Source: an optimization exercise on an open RTL-to-GDS flow (aim: a short achievable clock period and few clock cycles). Production flows keep margins and buffers that such runs may drop.
Only simulation tests tie the RTL to the original design; equivalence was not proved.
Power is estimated from default activity; no workload was simulated.

**flow/config.mk**
```make
export PLATFORM = sky130hd
export DESIGN_NAME = core_top
export DESIGN_NICKNAME = core_top
export VERILOG_FILES = /design/flow/design.v
export SDC_FILE = /design/flow/constraint.sdc
export NUM_CORES = 4
export LEC_CHECK = 0
export CAP_MARGIN = 20
export CORE_MARGIN = 2
export CORE_UTILIZATION = 50
export SETUP_SLACK_MARGIN = 5
export SLEW_MARGIN = 20
export SYNTH_HIERARCHICAL = 1
export SYNTH_MINIMUM_KEEP_SIZE = 0
```
**flow/constraint.sdc**
```tcl
create_clock -name core_clock -period 9.0 [get_ports {clk_i}]
set_input_delay 1.8000 -clock core_clock [delete_from_list [all_inputs] [get_ports {clk_i}]]
set_output_delay 1.8000 -clock core_clock [all_outputs]
set_load 0.01 [all_outputs]
```
**flow/design.v**
```verilog
`timescale 1ns/100ps
`timescale 1ns/100ps
`timescale 1ns/100ps
`timescale 1ns/100ps
`timescale 1ns/100ps
`default_nettype none
module alu (
  input  wire  [31:0] a_i,
  input  wire  [31:0] bx_i,
  input  wire         sub_i,
  input  wire         and_i,
  input  wire         or_i,
  input  wire         xor_i,
  input  wire         sll_i,
  input  wire         srl_i,
  input  wire  [4:0]  shamt_i,
  output logic [31:0] sum_o,      
  output logic [31:0] oth_o,      
  output logic        lt_o        
);
  logic [32:0] ks_g [0:6];
  logic [32:0] ks_p [0:6];
  logic [31:0] ks_x;
  logic [31:0] sum;
  logic        lt;
  assign ks_x    = a_i ^ bx_i;
  assign ks_g[0] = {a_i & bx_i, sub_i};
  assign ks_p[0] = {ks_x, 1'b0};
  for (genvar l = 0; l < 6; l++) begin : g_ks
    for (genvar i = 0; i < 33; i++) begin : g_bit
      if (i >= (1 << l)) begin : g_op
        assign ks_g[l+1][i] = ks_g[l][i] | (ks_p[l][i] & ks_g[l][i - (1 << l)]);
        assign ks_p[l+1][i] = ks_p[l][i] & ks_p[l][i - (1 << l)];
      end else begin : g_pass
        assign ks_g[l+1][i] = ks_g[l][i];
        assign ks_p[l+1][i] = ks_p[l][i];
      end
    end
  end
  assign sum = ks_x ^ ks_g[6][31:0];
  assign lt  = (a_i[31] ^ ~bx_i[31]) ? a_i[31] : sum[31];
  assign sum_o = sum;
  assign lt_o  = lt;
  always_comb begin
    oth_o = '0;
    if (and_i) oth_o = oth_o | (a_i & bx_i);
    if (or_i)  oth_o = oth_o | (a_i | bx_i);
    if (xor_i) oth_o = oth_o | (a_i ^ bx_i);
    if (sll_i) oth_o = oth_o | (bx_i << shamt_i);
    if (srl_i) oth_o = oth_o | (bx_i >> shamt_i);
  end
endmodule
`default_nettype wire
`timescale 1ns/100ps
`timescale 1ns/100ps
`default_nettype none
module core_top #(
  parameter logic [31:0] RESET_PC = '0
) (
  input  wire          clk_i,
  input  wire          reset_i,
  input  wire          stall_i,
  output logic         rom_en_o,
  output logic [31:0]  rom_addr_o,
  input  wire  [31:0]  rom_data_i,
  output logic         ram_en_o,
  output logic         ram_we_o,
  output logic [31:0]  ram_addr_o,
  output logic [31:0]  ram_wdata_o,
  input  wire  [31:0]  ram_rdata_i,
  output logic         debug_wb_en_o,
  output logic [4:0]   debug_wb_addr_o,
  output logic [31:0]  debug_wb_data_o,
  output logic [31:0]  debug_pc_o
);
  logic [31:0] pc_q;
  logic        if_valid_q;
  logic [31:0] if_pc_q;
  logic [31:0] if_inst_q;
  logic [31:0] rf_rs_q;          
  logic [31:0] rf_rt_q;
  logic        rs_ex_q;          
  logic        rs_mem_q;         
  logic        rs_wb_q;          
  logic        rs_rf_q;          
  logic        rt_ex_q;
  logic        rt_mem_q;
  logic        rt_wb_q;
  logic        rt_rf_q;
  logic        id_br_q;          
  logic        id_bne_q;
  logic        id_same_q;        
  logic        id_rtz_q;         
  logic        id_guess_q;       
  logic        ex_valid_q;
  logic        ex_wen_q;         
  logic [4:0]  ex_waddr_q;
  logic        ex_load_q;
  logic        ex_store_q;
  logic        ex_branch_q;
  logic        ex_bne_q;
  logic        ex_pred_q;        
  logic [31:0] ex_target_q;      
  logic [31:0] ex_fall_q;        
  logic [31:0] ex_a_q;
  logic [31:0] ex_b_q;
  logic [31:0] ex_s_q;           
  logic        ex_fa_own_q, ex_fa_sum_q, ex_fa_oth_q, ex_fa_ld_q;
  logic        ex_fb_own_q, ex_fb_sum_q, ex_fb_oth_q, ex_fb_ld_q, ex_fb_nld_q;
  logic        ex_fs_own_q, ex_fs_sum_q, ex_fs_oth_q, ex_fs_ld_q;
  logic        ex_sub_q;
  logic        ex_op_add_q;
  logic        ex_op_and_q;
  logic        ex_op_or_q;
  logic        ex_op_xor_q;
  logic        ex_op_slt_q;
  logic        ex_op_sll_q;
  logic        ex_op_srl_q;
  logic        ex_easy_q;        
  logic [31:0] ex_x_q;           
  logic [31:0] ex_g_q;           
  logic [4:0]  ex_shamt_q;
  logic [31:0] ex_pc_q;
  logic        mem_wen_q;
  logic [31:1] mem_wsel_q;       
  logic [4:0]  mem_waddr_q;
  logic        mem_load_q;
  logic        mem_store_q;
  logic        mem_add_q;        
  logic [31:0] mem_sum_q;
  logic [31:0] mem_oth_q;        
  logic        mem_slt_q;        
  logic        mem_lt_q;
  logic [31:0] mem_sdata_q;
  logic [31:0] mem_pc_q;
  logic        wb_wen_q;
  logic [4:0]  wb_waddr_q;
  logic [31:0] wb_data_q;
  logic [31:0] wb_pc_q;
  logic [31:0] regs [1:31];
  logic [31:0] mem_oth;
  logic [31:0] mem_result;
  logic [31:0] mem_data;
  assign mem_oth    = {mem_oth_q[31:1], mem_oth_q[0] | (mem_slt_q & mem_lt_q)};
  assign mem_result = mem_add_q ? mem_sum_q : mem_oth;
  assign mem_data   = mem_load_q ? ram_rdata_i : mem_result;
  logic [5:0]  id_op;
  logic [5:0]  id_fn;
  logic [4:0]  id_rs;
  logic [4:0]  id_rt;
  logic [4:0]  id_rd;
  logic [31:0] id_imm_s;
  logic [31:0] id_imm_z;
  logic        id_special;
  logic        id_r_alu;
  logic        id_addiu;
  logic        id_andi;
  logic        id_ori;
  logic        id_lui;
  logic        id_lw;
  logic        id_sw;
  logic        id_writes;
  logic [4:0]  id_waddr;
  assign id_op    = if_inst_q[31:26];
  assign id_fn    = if_inst_q[5:0];
  assign id_rs    = if_inst_q[25:21];
  assign id_rt    = if_inst_q[20:16];
  assign id_rd    = if_inst_q[15:11];
  assign id_imm_s = {{16{if_inst_q[15]}}, if_inst_q[15:0]};
  assign id_imm_z = {16'h0000, if_inst_q[15:0]};
  assign id_special = (id_op == 6'h00);
  assign id_r_alu   = id_special &&
                      (id_fn == 6'h21 || id_fn == 6'h23 || id_fn == 6'h24 ||
                       id_fn == 6'h25 || id_fn == 6'h26 || id_fn == 6'h2a ||
                       id_fn == 6'h00 || id_fn == 6'h02);
  assign id_addiu   = (id_op == 6'h09);
  assign id_andi    = (id_op == 6'h0c);
  assign id_ori     = (id_op == 6'h0d);
  assign id_lui     = (id_op == 6'h0f);
  assign id_lw      = (id_op == 6'h23);
  assign id_sw      = (id_op == 6'h2b);
  assign id_waddr  = id_special ? id_rd : id_rt;
  assign id_writes = (id_r_alu | id_addiu | id_andi | id_ori | id_lui | id_lw) &&
                     (id_waddr != 5'd0);
  logic [31:0] rs_val;
  logic [31:0] rt_val;
  assign rs_val = ({32{rs_mem_q}} & mem_data) | ({32{rs_wb_q}} & wb_data_q) |
                  ({32{rs_rf_q}} & rf_rs_q);
  assign rt_val = ({32{rt_mem_q}} & mem_data) | ({32{rt_wb_q}} & wb_data_q) |
                  ({32{rt_rf_q}} & rf_rt_q);
  logic [31:0] ex_a;
  logic [31:0] ex_bx;            
  logic [31:0] ex_s;
  logic [31:0] ex_a_r;           
  logic [31:0] ex_s_r;
  logic [31:0] ex_sum;
  logic [31:0] ex_oth;
  logic        ex_lt;
  logic        ex_eq;
  logic        ex_taken;
  logic        ex_mispredict;
  logic [31:0] mem_sum_x;
  logic [31:0] mem_oth_x;
  assign mem_sum_x = mem_sum_q ^ {32{ex_sub_q}};
  assign mem_oth_x = mem_oth ^ {32{ex_sub_q}};
  assign ex_a   = ({32{ex_fa_own_q}} & ex_a_q) | ({32{ex_fa_sum_q}} & mem_sum_q) |
                  ({32{ex_fa_oth_q}} & mem_oth) | ({32{ex_fa_ld_q}} & ram_rdata_i);
  assign ex_bx  = ({32{ex_fb_own_q}} & ex_b_q) | ({32{ex_fb_sum_q}} & mem_sum_x) |
                  ({32{ex_fb_oth_q}} & mem_oth_x) |
                  ({32{ex_fb_ld_q}} & ram_rdata_i) | ({32{ex_fb_nld_q}} & ~ram_rdata_i);
  assign ex_s   = ({32{ex_fs_own_q}} & ex_s_q) | ({32{ex_fs_sum_q}} & mem_sum_q) |
                  ({32{ex_fs_oth_q}} & mem_oth) | ({32{ex_fs_ld_q}} & ram_rdata_i);
  assign ex_a_r = ({32{ex_fa_own_q}} & ex_a_q) | ({32{ex_fa_sum_q}} & mem_sum_q) |
                  ({32{ex_fa_oth_q}} & mem_oth);
  assign ex_s_r = ({32{ex_fs_own_q}} & ex_s_q) | ({32{ex_fs_sum_q}} & mem_sum_q) |
                  ({32{ex_fs_oth_q}} & mem_oth);
  alu u_alu (
    .a_i      (ex_a),
    .bx_i     (ex_bx),
    .sub_i    (ex_sub_q),
    .and_i    (ex_op_and_q),
    .or_i     (ex_op_or_q),
    .xor_i    (ex_op_xor_q),
    .sll_i    (ex_op_sll_q),
    .srl_i    (ex_op_srl_q),
    .shamt_i  (ex_shamt_q),
    .sum_o    (ex_sum),
    .oth_o    (ex_oth),
    .lt_o     (ex_lt)
  );
  assign ex_eq         = (ex_a_r == ex_s_r);
  assign ex_taken      = ex_bne_q ? ~ex_eq : ex_eq;
  assign ex_mispredict = ex_valid_q & ex_branch_q & (ex_taken ^ ex_pred_q);
  logic        eq_zero;
  logic        id_dep_ex;
  logic        id_res_add;
  logic        id_pred;
  assign eq_zero    = (ex_x_q == {ex_g_q[30:0] | ex_x_q[30:0], ex_sub_q});
  assign id_dep_ex  = rs_ex_q | rt_ex_q;
  assign id_res_add = rs_ex_q & id_rtz_q & ex_easy_q;
  assign id_pred    = id_same_q  ? ~id_bne_q :
                      id_res_add ? (id_bne_q ^ eq_zero) : id_guess_q;
  logic [31:0] id_target;
  logic [31:0] id_fall;
  assign id_target = if_pc_q + 32'd4 + {id_imm_s[29:0], 2'b00};
  assign id_fall   = pc_q + 32'd4;
  logic id_hold;
  logic id_go;
  assign id_hold = if_valid_q & id_br_q &
                   ((ex_valid_q & ex_branch_q) | (ex_load_q & id_dep_ex));
  assign id_go   = if_valid_q & ~id_hold;
  logic [4:0]  f_rs;
  logic [4:0]  f_rt;
  logic [5:0]  f_op;
  logic        f_beq;
  logic        f_bne;
  logic        f_same;
  logic [31:0] f_rf_rs;
  logic [31:0] f_rf_rt;
  logic        f_rs_ex, f_rs_mem, f_rs_wb;
  logic        f_rt_ex, f_rt_mem, f_rt_wb;
  logic        id_wen;
  logic        take_target;
  logic [31:0] pc_alt;
  assign f_op   = rom_data_i[31:26];
  assign f_rs   = rom_data_i[25:21];
  assign f_rt   = rom_data_i[20:16];
  assign f_beq  = (f_op == 6'h04);
  assign f_bne  = (f_op == 6'h05);
  assign f_same = (f_rs == f_rt);
  assign f_rf_rs = (f_rs == 5'd0) ? 32'd0 : regs[f_rs];
  assign f_rf_rt = (f_rt == 5'd0) ? 32'd0 : regs[f_rt];
  assign id_wen   = if_valid_q & id_writes;
  assign f_rs_ex  = id_wen    & (id_waddr    == f_rs);
  assign f_rt_ex  = id_wen    & (id_waddr    == f_rt);
  assign f_rs_mem = ex_wen_q  & (ex_waddr_q  == f_rs);
  assign f_rt_mem = ex_wen_q  & (ex_waddr_q  == f_rt);
  assign f_rs_wb  = mem_wen_q & (mem_waddr_q == f_rs);
  assign f_rt_wb  = mem_wen_q & (mem_waddr_q == f_rt);
  assign take_target = ~ex_mispredict & ~id_hold & if_valid_q & id_br_q & id_pred;
  assign pc_alt      = ex_mispredict ? (ex_pred_q ? ex_fall_q : ex_target_q) :
                       id_hold ? pc_q : pc_q + 32'd4;
  always_ff @(posedge clk_i) begin
    if (reset_i) begin
      pc_q       <= RESET_PC;
      if_valid_q <= 1'b0;
    end else if (!stall_i) begin
      pc_q <= take_target ? id_target : pc_alt;
      if (!id_hold) begin
        if_valid_q <= ~ex_mispredict;
      end
    end
  end
  always_ff @(posedge clk_i) begin
    if (!stall_i) begin
      if (!id_hold) begin
        if_pc_q    <= pc_q;
        if_inst_q  <= rom_data_i;
        rf_rs_q    <= f_rf_rs;
        rf_rt_q    <= f_rf_rt;
        rs_ex_q    <= f_rs_ex;
        rs_mem_q   <= f_rs_mem;
        rs_wb_q    <= f_rs_wb & ~f_rs_mem;
        rs_rf_q    <= ~f_rs_mem & ~f_rs_wb;
        rt_ex_q    <= f_rt_ex;
        rt_mem_q   <= f_rt_mem;
        rt_wb_q    <= f_rt_wb & ~f_rt_mem;
        rt_rf_q    <= ~f_rt_mem & ~f_rt_wb;
        id_br_q    <= f_beq | f_bne;
        id_bne_q   <= f_bne;
        id_same_q  <= f_same;
        id_rtz_q   <= (f_rt == 5'd0);
        id_guess_q <= f_bne | rom_data_i[15];
      end else begin
        rf_rs_q    <= rs_val;
        rf_rt_q    <= rt_val;
        rs_ex_q    <= 1'b0;
        rs_mem_q   <= rs_ex_q;
        rs_wb_q    <= 1'b0;
        rs_rf_q    <= ~rs_ex_q;
        rt_ex_q    <= 1'b0;
        rt_mem_q   <= rt_ex_q;
        rt_wb_q    <= 1'b0;
        rt_rf_q    <= ~rt_ex_q;
      end
    end
  end
  assign rom_en_o   = 1'b1;
  assign rom_addr_o = pc_q;
  always_ff @(posedge clk_i) begin
    if (reset_i) begin
      ex_valid_q  <= 1'b0;
      ex_wen_q    <= 1'b0;
      ex_load_q   <= 1'b0;
      ex_store_q  <= 1'b0;
      ex_branch_q <= 1'b0;
    end else if (!stall_i) begin
      ex_valid_q  <= id_go;
      ex_wen_q    <= id_go & id_writes;
      ex_load_q   <= id_go & id_lw;
      ex_store_q  <= id_go & id_sw;
      ex_branch_q <= id_go & id_br_q;
    end
  end
  logic id_add;
  logic id_and;
  logic id_or;
  logic id_xor;
  logic id_fa_ld;
  logic id_fb_ld;
  logic id_sub;
  logic [31:0] id_a;
  logic [31:0] id_b;
  assign id_a = id_lui ? 32'd0 : rs_val;
  assign id_b = (id_special | id_br_q) ? (id_sub ? ~rt_val : rt_val) :
                id_lui ? {if_inst_q[15:0], 16'h0000} :
                (id_andi | id_ori) ? id_imm_z : id_imm_s;
  assign id_sub = id_special & ((id_fn == 6'h23) | (id_fn == 6'h2a));
  assign id_add = (id_special & ((id_fn == 6'h21) | (id_fn == 6'h23))) |
                  id_addiu | id_lw | id_sw;
  assign id_and = (id_special & (id_fn == 6'h24)) | id_andi;
  assign id_or  = (id_special & (id_fn == 6'h25)) | id_ori | id_lui;
  assign id_xor = id_special & (id_fn == 6'h26);
  assign id_fa_ld = ~id_lui & rs_ex_q & ex_load_q;
  assign id_fb_ld = (id_special | id_br_q) & rt_ex_q & ex_load_q;
  always_ff @(posedge clk_i) begin
    if (!stall_i) begin
      ex_waddr_q  <= id_waddr;
      ex_bne_q    <= id_bne_q;
      ex_pred_q   <= id_pred;
      ex_target_q <= id_target;
      ex_fall_q   <= id_fall;
      ex_pc_q     <= if_pc_q;
      ex_shamt_q  <= if_inst_q[10:6];
      ex_a_q      <= id_a;
      ex_x_q      <= id_a ^ id_b;
      ex_g_q      <= id_a & id_b;
      ex_fa_own_q <= id_lui | ~rs_ex_q;
      ex_fa_sum_q <= ~id_lui & rs_ex_q & ~ex_load_q & ex_op_add_q;
      ex_fa_oth_q <= ~id_lui & rs_ex_q & ~ex_load_q & ~ex_op_add_q;
      ex_fa_ld_q  <= id_fa_ld;
      ex_b_q       <= id_b;
      if (id_special | id_br_q) begin
        ex_fb_own_q  <= ~rt_ex_q;
        ex_fb_sum_q  <= rt_ex_q & ~ex_load_q & ex_op_add_q;
        ex_fb_oth_q  <= rt_ex_q & ~ex_load_q & ~ex_op_add_q;
        ex_fb_ld_q   <= rt_ex_q & ex_load_q & ~id_sub;
        ex_fb_nld_q  <= rt_ex_q & ex_load_q & id_sub;
      end else begin
        ex_fb_own_q  <= 1'b1;
        ex_fb_sum_q  <= 1'b0;
        ex_fb_oth_q  <= 1'b0;
        ex_fb_ld_q   <= 1'b0;
        ex_fb_nld_q  <= 1'b0;
      end
      ex_s_q      <= rt_val;
      ex_fs_own_q <= ~rt_ex_q;
      ex_fs_sum_q <= rt_ex_q & ~ex_load_q & ex_op_add_q;
      ex_fs_oth_q <= rt_ex_q & ~ex_load_q & ~ex_op_add_q;
      ex_fs_ld_q  <= rt_ex_q & ex_load_q;
      ex_sub_q    <= id_sub;
      ex_op_add_q <= id_add;
      ex_op_and_q <= id_and;
      ex_op_or_q  <= id_or;
      ex_op_xor_q <= id_xor;
      ex_op_slt_q <= id_special & (id_fn == 6'h2a);
      ex_op_sll_q <= id_special & (id_fn == 6'h00);
      ex_op_srl_q <= id_special & (id_fn == 6'h02);
      ex_easy_q   <= (id_special & ((id_fn == 6'h21) | (id_fn == 6'h23)) & ~rs_ex_q & ~rt_ex_q) |
                     (id_addiu & ~rs_ex_q);
    end
  end
  always_ff @(posedge clk_i) begin
    if (reset_i) begin
      mem_wen_q   <= 1'b0;
      mem_load_q  <= 1'b0;
      mem_store_q <= 1'b0;
    end else if (!stall_i) begin
      mem_wen_q   <= ex_wen_q;
      mem_load_q  <= ex_load_q;
      mem_store_q <= ex_store_q;
    end
  end
  always_ff @(posedge clk_i) begin
    if (!stall_i) begin
      mem_waddr_q  <= ex_waddr_q;
      for (int r = 1; r < 32; r++) begin
        mem_wsel_q[r] <= ex_wen_q && (ex_waddr_q == r[4:0]);
      end
      mem_add_q    <= ex_op_add_q;
      mem_sum_q    <= ex_sum;
      mem_oth_q    <= ex_oth;
      mem_slt_q    <= ex_op_slt_q;
      mem_lt_q     <= ex_lt;
      mem_sdata_q  <= ex_s;
      mem_pc_q     <= ex_pc_q;
    end
  end
  assign ram_en_o    = mem_load_q | mem_store_q;
  assign ram_we_o    = mem_store_q & ~stall_i;
  assign ram_addr_o  = mem_sum_q;
  assign ram_wdata_o = mem_sdata_q;
  logic rf_run;
  assign rf_run = ~reset_i & ~stall_i;
  for (genvar r = 1; r < 32; r++) begin : g_rf
    always_ff @(posedge clk_i) begin
      if (rf_run && mem_wsel_q[r]) begin
        regs[r] <= mem_data;
      end
    end
  end
  always_ff @(posedge clk_i) begin
    if (reset_i) begin
      wb_wen_q <= 1'b0;
    end else if (!stall_i) begin
      wb_wen_q <= mem_wen_q;
    end
  end
  always_ff @(posedge clk_i) begin
    if (!stall_i) begin
      wb_waddr_q <= mem_waddr_q;
      wb_data_q  <= mem_data;
      wb_pc_q    <= mem_pc_q;
    end
  end
  assign debug_wb_en_o   = wb_wen_q & ~stall_i;
  assign debug_wb_addr_o = wb_waddr_q;
  assign debug_wb_data_o = wb_data_q;
  assign debug_pc_o      = wb_pc_q;
endmodule
`default_nettype wire
```
**flow/run.sh**
```bash
#!/bin/bash
# synth_recipe.tcl (not shown) runs the flow's synth.tcl, then flattens the netlist and writes it again
# the make line also repeats each setting of config.mk as NAME=value (left out here)
make -C /OpenROAD-flow-scripts/flow DESIGN_CONFIG=/design/flow/config.mk WORK_HOME=/design/flow/orfs CLKGATE_MAP_FILE= SYNTH_SCRIPT=/design/flow/synth_recipe.tcl finish
```
==> results of run 1 <==
[Yosys cell counts (all sizes together) (8+ instances only)]
cell | instances | share of area (%)
o21a | 13 | 0.12
nor4 | 31 | 0.26
nand4 | 188 | 1.5
xor2 | 83 | 0.91
a221oi | 262 | 2.9
a31oi | 20 | 0.16
dfxtp | 42 | 1.1
mux2i | 117 | 1.5
and3 | 15 | 0.12
nor3 | 89 | 0.56
a211oi | 41 | 0.39
a22oi | 499 | 4.7
or3 | 46 | 0.36
a21oi | 273 | 1.7
a222oi | 161 | 2.0
ha | 153 | 2.4
clkbuf | 355 | 1.7
mux4 | 50 | 1.4
o31ai | 40 | 0.38
o21ai | 219 | 1.4
nand3 | 106 | 0.67
o2111ai | 8 | 0.088
xnor2 | 116 | 1.3
edfxtp | 1651 | 62
nor2b | 54 | 0.42
inv | 105 | 0.49
mux2 | 17 | 0.24
buf | 96 | 0.65
a21o | 21 | 0.20
nor2 | 317 | 1.5
nand2b | 31 | 0.24
o22ai | 14 | 0.11
a22o | 191 | 2.1
or2 | 10 | 0.078
and2 | 44 | 0.35
o221a | 32 | 0.45
o211ai | 23 | 0.22
nand2 | 429 | 2.0
o221ai | 8 | 0.088
[placed cells by master (no fill, tap or decap), types with 41 or more instances in the layout]
cell and n:
or3_1 45, nor2_1 252, nand3_1 104, inv_1 93, mux4_2 48, clkdlybuf4s50_1 190
mux2i_1 112, nor2_4 64, o21ai_0 145, clkbuf_16 181, buf_4 336, o21ai_2 49
nand2_1 424, dfxtp_1 41, a221oi_1 233, a222oi_1 161, a22o_1 191, a21oi_1 258
xnor2_1 116, edfxtp_1 1651, a22oi_1 497, nand4_1 188, ha_1 112, xor2_1 81
nor3_1 50
[per-stage QoR]
stage                     util (%)  power [mW]  TNS [ps]
final                        59.50       20.89         0
after global routing         59.49       21.37         0
after CTS                    58.95       20.63         0
after detailed placement     53.82       13.25         0
after global placement       53.81       13.22         0
after floorplan                  -       11.73  -1252790
[logic make-up after synthesis]
| kind of cell | synth area share (%) |
|---|---|
| AO/OA/AOI/OAI | 17.78 |
| flip-flops | 63.23 |
| AND/OR/NAND/NOR | 8.373 |
| buffers and inverters | 2.814 |
| XOR/XNOR | 2.186 |
| multiplexers | 3.134 |
| adder cells (fa/ha/maj) | 2.476 |
| other | 0.004703 |
[timing repair]
item / CTS / global route
gates resized for setup: 337 / 125
buffers inserted: 156 / 41
endpoints found under the hold margin: 0 / 0
pin swaps: 80 / 48
gates cloned: 4 / 3
endpoints found under the setup margin: 164 / 107
[area by class of cell]
| type | count | area, µm² |
|---|---|---|
| clock inverters | 106 | 1011 |
| flip-flops and latches | 1693 | 50420 |
| well taps | 2072 | 2592 |
| multi-input cells | 3829 | 29390 |
| fillers | 12410 | 64150 |
| repair buffers | 624 | 5771 |
| clock buffers | 219 | 4639 |
| diodes | 6 | 15.01 |
| inverters | 105 | 397.9 |
[metal layers]
metal / vias up / part of all wire [%] / track usage [%]
met1: 31940 / 34 / 53.59
li1: 25500 / - / -
met5: - / 0.022 / 0.2081
met2: 6557 / 42 / 61.91
met3: 1799 / 15 / 15.01
met4: 12 / 9.1 / 30.25
[final timing paths]
kind / start / endpoint / slack, ps / cells after the start
setup / recovery: ram_rdata_i[7] / mem_sum_q[31] / 4890 / 15
hold / removal: mem_pc_q[15] / wb_pc_q[15] / 420 / 0
setup reg to reg: mem_lt_q / mem_sum_q[31] / 4950 / 15
hold reg to reg: mem_pc_q[15] / wb_pc_q[15] / 420 / 0
[per-module statistics from Yosys, one instance, submodules excluded]
module | copies in the design | area [µm²] | cells
core_top | 1 | 73520 | 5202
alu | 1 | 6215 | 874
[power by group]
part           internal (mW)  switching, mW  leakage [nW]  total (mW)
clock network           4.03           3.26          2.73        7.29
logic                   1.25           2.34          13.2        3.59
registers               9.54          0.475          15.9        10.0
total                   14.8           6.07          31.8        20.9
==> impl_results.md, run 1 <==
- DP Worst Slack: 2879 ps
- EDFF count, synth: 1651
- Status: no timing/DRC/antenna violations
- Syn_nets: 6299
- GRT Util Overall: 42.79%
- Cts hold-fix bufs: 0
- Final Max Tran Viols: 0
- DR WL/cell: 41.36 µm
- Cell Chain, Critical Path: buf_2, nor2b_2, a221oi_2, o21ai_2, inv_1, ha_4, nand2_2, o211ai_1, o2111ai_1, o211ai_1, buf_4, a311oi_2, o41a_1, o21ai_2, fa_1
- WS Path Type: in -> reg
- Pre-Repair DR Iteration Count: 14
- Yosys cell types: 86
- Bufs and invs on worst path: 3
- First-pass GRT wire length: 485500 µm
- CTS Root Cell: clkbuf_16
- Post-route setup slack: 4888 ps
- Syn_area_per_cell: 13.12 µm²
- Synth Warn #: 43
- Max_slew headroom: 19.40%
- CTS Buffer Depth: 3
- Layout cells sized above 1: 17.49%
- Core area: 158400 µm²
- Synth Cell Area: 79730 µm²
- PD cells: 221.7 nW/µm²
- Biggest cell delay along the critical path: 430 ps
- Critical path arrival: 4680 ps
- Fraction of registers with async set/reset: 0%
- Largest Register: regs
- Inst Count DP: 8119
- Clock Sink Count: 1693
- CP required: 9570 ps
- Clock Skew: 55.25 ps
- Final clock period utilization by the worst path: 45.69%
- CP max FO: 6
- Area Growth Syn to Fin: 18.19%
- Largest register FFs: 992
- Worst-margin pin slew: 1202 ps
- Die area: 162700 µm²
- Fin area: 94230 µm²
- Worst setup SP type: primary input
- Minimum clock period: 4112 ps
- WHS: 415.8 ps
- IR drop worst, VDD: 219.2 µV
- Syn Inst Count: 6076
- DP Area: 85240 µm²
- Nets@finish: 6652
- Aggregate global routing overflow: 0
- Hpwl dp: 207500 µm
- P_leak: 31.78 nW
- Final setup viols: 0
- Initial antenna violation count: 15
- Die Y: 403.3 µm
- Clk slew on worst S/H paths: 70 ps
- Std-Cell Rows: 146
- GPL Wtd Cong: 1.013
- DRC marker count from the first detailed-route iteration: 13680
- Largest net degree at the start of global routing: 161
- MaxCap Viol Count: 0
- Initial Utilization: 50.34%
- Flops & latches, synth: 1693
- Routed Antenna Nets: 0
- Crit path max-delay cell type: o41a_1
- Critical path capture point type: flip-flop
- Routed vias/inst: 7.604
- CTS buffer count: 176
- Number of global-route vias before repair: 61280
- Layout Cells excl Fill: 8654
- I/O pins: 236
- Post-synthesis sequential area ratio: 63.23%
- CTS H-tree depth: 4
- FMAX: 0.2432 GHz
- RSZ-0062 raised after global routing: yes
- CTS tree: done
- Final Hold Fails: 0
- Min-Delay Path Class: reg -> reg
- Critical path's top delay family: compound AO/OA/AOI/OAI gates
- Vias: 65800
- Most used DFF post-synth: edfxtp_1
- Worst-skew pair later-pin latency: 860 ps
- Die Wd: 403.3 µm
- Post-Route WL: 358000 µm
- Port Buffers: 234
- DRC: 0
Testbench counts, summed over its fixed seeds: cycles 21,214.
==> inputs of run 2 (changes only) <==
--- a/flow/config.mk
+++ b/flow/config.mk
@@ -7,7 +7,7 @@
 export LEC_CHECK = 0
 export CAP_MARGIN = 20
 export CORE_MARGIN = 2
-export CORE_UTILIZATION = 50
+export CORE_UTILIZATION = 42
 export SETUP_SLACK_MARGIN = 5
 export SLEW_MARGIN = 20
 export SYNTH_HIERARCHICAL = 1
==> run 2 against run 1 <==
Setup slack got worse by 27 ps. Via count rose by 0.38%. Largest power group unchanged. Register-to-register slack got worse by 50 ps. Non-clock buffer count is 22 higher. Sequential power barely moved. Clock-buffer cell count is 2 higher. Total power up 0.69%. Critical path type unchanged. Sequential share of layout area fell by 0.39 points. Largest cell class unchanged. Synthesized cell count unchanged. First-iteration DRC count up 1.8%.
==> impl_results.md, run 2 <==
- Logic gate share of total power: 16.9% (-0.3 points)
- Net Sw Power: 6.025 mW (-0.78%)
- Hpwl dp: 206400 µm (-0.54%)
- CTS buffer count: 175 (-0.57%)
- Layout Cells excl Fill: 9118 (+5.4%)
- Routed Antenna Nets: 0 (unchanged)
- Max_slew headroom: 21.59% (+2.2 points)
- Largest net degree at the start of global routing: 128 (-20%)
- DRC: 0 (unchanged)
- Final Hold Fails: 0 (unchanged)
- Tot Pwr: 21.04 mW (+0.69%)
- Fill count: 16030 (+29%)
- Clock Skew: 64.10 ps (+8.842 ps)
- Pre-Repair DR Iteration Count: 11 (-3)
- Commonest non-fill, non-tap cells in the layout: edfxtp_1, a22oi_1, nand2_1
- Aggregate global routing overflow: 0 (unchanged)
- Setup_tns: 0 ps (unchanged)
- Largest Register: regs
- DR WL/cell: 38.89 µm (-6.0%)
- DRC marker count from the first detailed-route iteration: 13940 (+1.8%)
- Die Wd: 439.7 µm (+9.0%)
- Layout cells sized above 1: 17.49% (about the same)
- Clk pwr share: 35.7% (+0.8 points)
- Worst-margin pin slew: 1176 ps (-25.62 ps)
- Largest register FFs: 992 (unchanged)
- Post-synthesis sequential area ratio: 63.23% (unchanged)
- Std-Cell Rows: 159 (+8.9%)
- CP max FO: 10 (+4)
- Pint: 15.01 mW (+1.3%)
- Clock Sink Count: 1693 (unchanged)
- Crit path max-delay cell type: fa_1
- FMAX: 0.2416 GHz (-0.66%)
- Fraction of registers with async set/reset: 0% (unchanged)
- Final Max Tran Viols: 0 (unchanged)
- Most common cell after layout, fill and taps aside: edfxtp_1
- Syn Inst Count: 6076 (unchanged)
- PD cells: 221.6 nW/µm² (about the same)
- Biggest cell delay along the critical path: 420 ps (about the same)
- IR drop worst, VDD: 211.6 µV (-3.5%)
- Final clock period utilization by the worst path: 46.00% (+0.30 points)
- WHS: 414.4 ps (-1.455 ps)
- Inst Count DP: 8550 (+5.3%)
- MaxCap Viol Count: 0 (unchanged)
- Sw frac: 28.64% (-0.43 points)
- Critical path arrival: 4710 ps (+30 ps)
- Initial Utilization: 42.37% (-8.0 points)
- Yosys top cell area share: 62.18% (unchanged)
- R2R Setup Slk: 4900 ps (-50 ps)
- Routed vias/inst: 7.245 (-4.7%)
- Port Buffers: 234 (unchanged)
- Minimum clock period: 4140 ps (+27.36 ps)
- Reg power frac: 47.5% (-0.4 points)
- Syn_nets: 6299 (unchanged)
- Syn_area_per_cell: 13.12 µm² (unchanged)
- Critical path capture point type: flip-flop
- I/O pins: 236 (unchanged)
- Most used DFF post-synth: edfxtp_1
- GPL Wtd Cong: 1.005 (-0.79%)
- Final setup viols: 0 (unchanged)
- Initial antenna violation count: 23 (+8)
- Area Growth Syn to Fin: 19.05%
- WS Path Type: in -> reg
- Count leader, synth: edfxtp_1
- Synth Warn #: 43 (unchanged)
- GRT Util Overall: 35.25% (-7.5 points)
- Post-Route WL: 354600 µm (-0.95%)
- Worst-skew pair later-pin latency: 860 ps (about the same)
- CTS Root Cell: clkbuf_16
- Number of global-route vias before repair: 60500 (-1.3%)
- CTS tree: done
- P_leak: 31.96 nW (+0.54%)
- Cell Chain, Critical Path: clkdlybuf4s15_2, nor2b_2, a221oi_4, o21ai_4, inv_1, ha_4, nand2_1, o21ai_1, nor3_2, o211ai_1, buf_4, a311oi_2, o41a_1, o21ai_2, fa_1
- Bufs and invs on worst path: 3 (unchanged)
- Synth area leader: edfxtp_1
- Status: no timing/DRC/antenna violations
- Yosys cell types: 86 (unchanged)
- Flops & latches, synth: 1693 (unchanged)
- Synth top area cells: edfxtp_1, a22oi_1, a221oi_1, ha_1, a22o_1
- Clk slew on worst S/H paths: 60 ps (about the same)
- CP required: 9570 ps (about the same)
- Die Y: 439.7 µm (+9.0%)
- Fin area: 94930 µm² (+0.73%)
- First-pass GRT wire length: 479000 µm (-1.3%)
- Nets@finish: 6673 (+0.32%)
- EDFF count, synth: 1651 (unchanged)
- CTS H-tree depth: 4 (unchanged)
- CTS Buffer Depth: 3 (unchanged)
- Synth cell count leaders: edfxtp_1, a22oi_1, nand2_1, clkbuf_1, nor2_1
- Vias: 66060 (+0.38%)
- Critical path's top delay family: compound AO/OA/AOI/OAI gates
- DP Area: 85790 µm² (+0.64%)
- Min-Delay Path Class: reg -> reg
- Synth Cell Area: 79730 µm² (unchanged)
- Core area: 188200 µm² (+19%)
- Cts hold-fix bufs: 0 (unchanged)
- Worst setup SP type: primary input
- RSZ-0062 raised after global routing: yes
- Die area: 193300 µm² (+19%)
[run 2: per-stage QoR]
stage,util [%],setup slack (ps)
after global routing,50.42,4833
after CTS,49.87,4776
after global placement,45.56,2950
after floorplan,-,-2671
after detailed placement,45.58,2956
final,50.44,4860
[run 2: final cells by class]
class / count / area, µm² / area share (%)
multi-input cells: 3829 / 29130 / 30.69
flip-flops and latches: 1693 / 50420 / 53.12
diodes: 24 / 60.06 / 0.06327
clock inverters: 105 / 1211 / 1.276
clock buffers: 221 / 4664 / 4.914
repair buffers: 646 / 5911 / 6.227
inverters: 105 / 405.4 / 0.4271
well taps: 2495 / 3122 / 3.289
[run 2: metal layers]
metal / vias up / global-route usage (%) / wire [µm]
met5: - / 0.5459 / 352
met4: 15 / 23.99 / 33100
met3: 1979 / 12.55 / 51730
met2: 6622 / 51.51 / 149000
met1: 31900 / 43.71 / 120300
li1: 25550 / - / -
[run 2: cells by family (layout without fill, tap and decap cells)]
logic type,Yosys count,in the layout,synth area share [%]
flip-flops,1693,1693,63.23
multiplexers,184,185,3.134
other,1,25,0.004703
buffers and inverters,556,1077,2.814
AO/OA/AOI/OAI,1895,1896,17.78
adder cells (fa/ha/maj),156,156,2.476
AND/OR/NAND/NOR,1392,1392,8.373
XOR/XNOR,199,199,2.186
[run 2: worst register-to-register path, stage by stage (launching register included)]
cell,delay [ps]
edfxtp_1,400
buf_12,180
clkinvlp_4,120
buf_4,220
o221a_2,320
o21ai_2,180
inv_2,80
fa_2,360
nor2b_2,140
o211ai_1,160
a21o_1,240
o211ai_1,190
buf_4,180
a311oi_2,100
o41a_1,360
o21ai_2,170
fa_1,420
[run 2: what timing repair did]
item,4_1_cts,5_1_grt
gates cloned,1,5
buffers inserted,154,57
pin swaps,77,35
hold endpoints to repair,0,0
resized for setup,263,119
endpoints found under the setup margin,258,130
[run 2: worst paths after layout]
check	from	endpoint	depth (start not counted)
worst max-delay path	ram_rdata_i[14]	mem_sum_q[31]	15
worst min-delay path	mem_pc_q[28]	wb_pc_q[28]	0
worst max register to register	ex_fb_sum_q	mem_sum_q[31]	16
worst min register to register	mem_pc_q[28]	wb_pc_q[28]	0
[run 2: modules after synthesis (local to each module, per instance)]
module / flip-flops and latches / area, µm²
core_top: 1693 / 73520
alu: 0 / 6215
[run 2: power by group through the flow]
stage | Combinational, mW | Clock [mW] | Sequential (mW)
6_report | 3.55 | 7.50 | 9.99
5_1_grt | 3.69 | 7.84 | 10.0
4_1_cts | 3.30 | 7.54 | 9.96
3_5_place_dp | 3.11 | 0 | 10.1
3_3_place_gp | 3.07 | 0 | 10.1
2_1_floorplan | 1.71 | 0 | 10.0

[afterwards: timing with drivers on the ports]
Ports are ideal in the flow. The routed layouts listed here were re-timed in OpenROAD. Step 1 sets driving cells, clkbuf_16 on the clock port and buf_2 on the other inputs (assumed; they add their load-dependent delay and slew). Step 2 times the ports against the registers' clock, not the clock port: input delays grow and output delays shrink by t, the midpoint of the rising clock arrivals with the driver on. Slacks: no drivers / after step 1 / after step 2; pairs: no drivers / after step 1.
run	shift t [ns]	setup WS [ns]	hold slack, ns
run 1	0.921	4.888 / 4.862 / 4.025	0.416 / 0.416 / 0.416
run 2	0.917	4.860 / 4.846 / 3.956	0.414 / 0.414 / 0.414
After both steps every run listed still meets setup and hold. The setup slack of run 2, which loses most, moves by -0.014 ns with the drivers and by -0.904 ns with both steps.
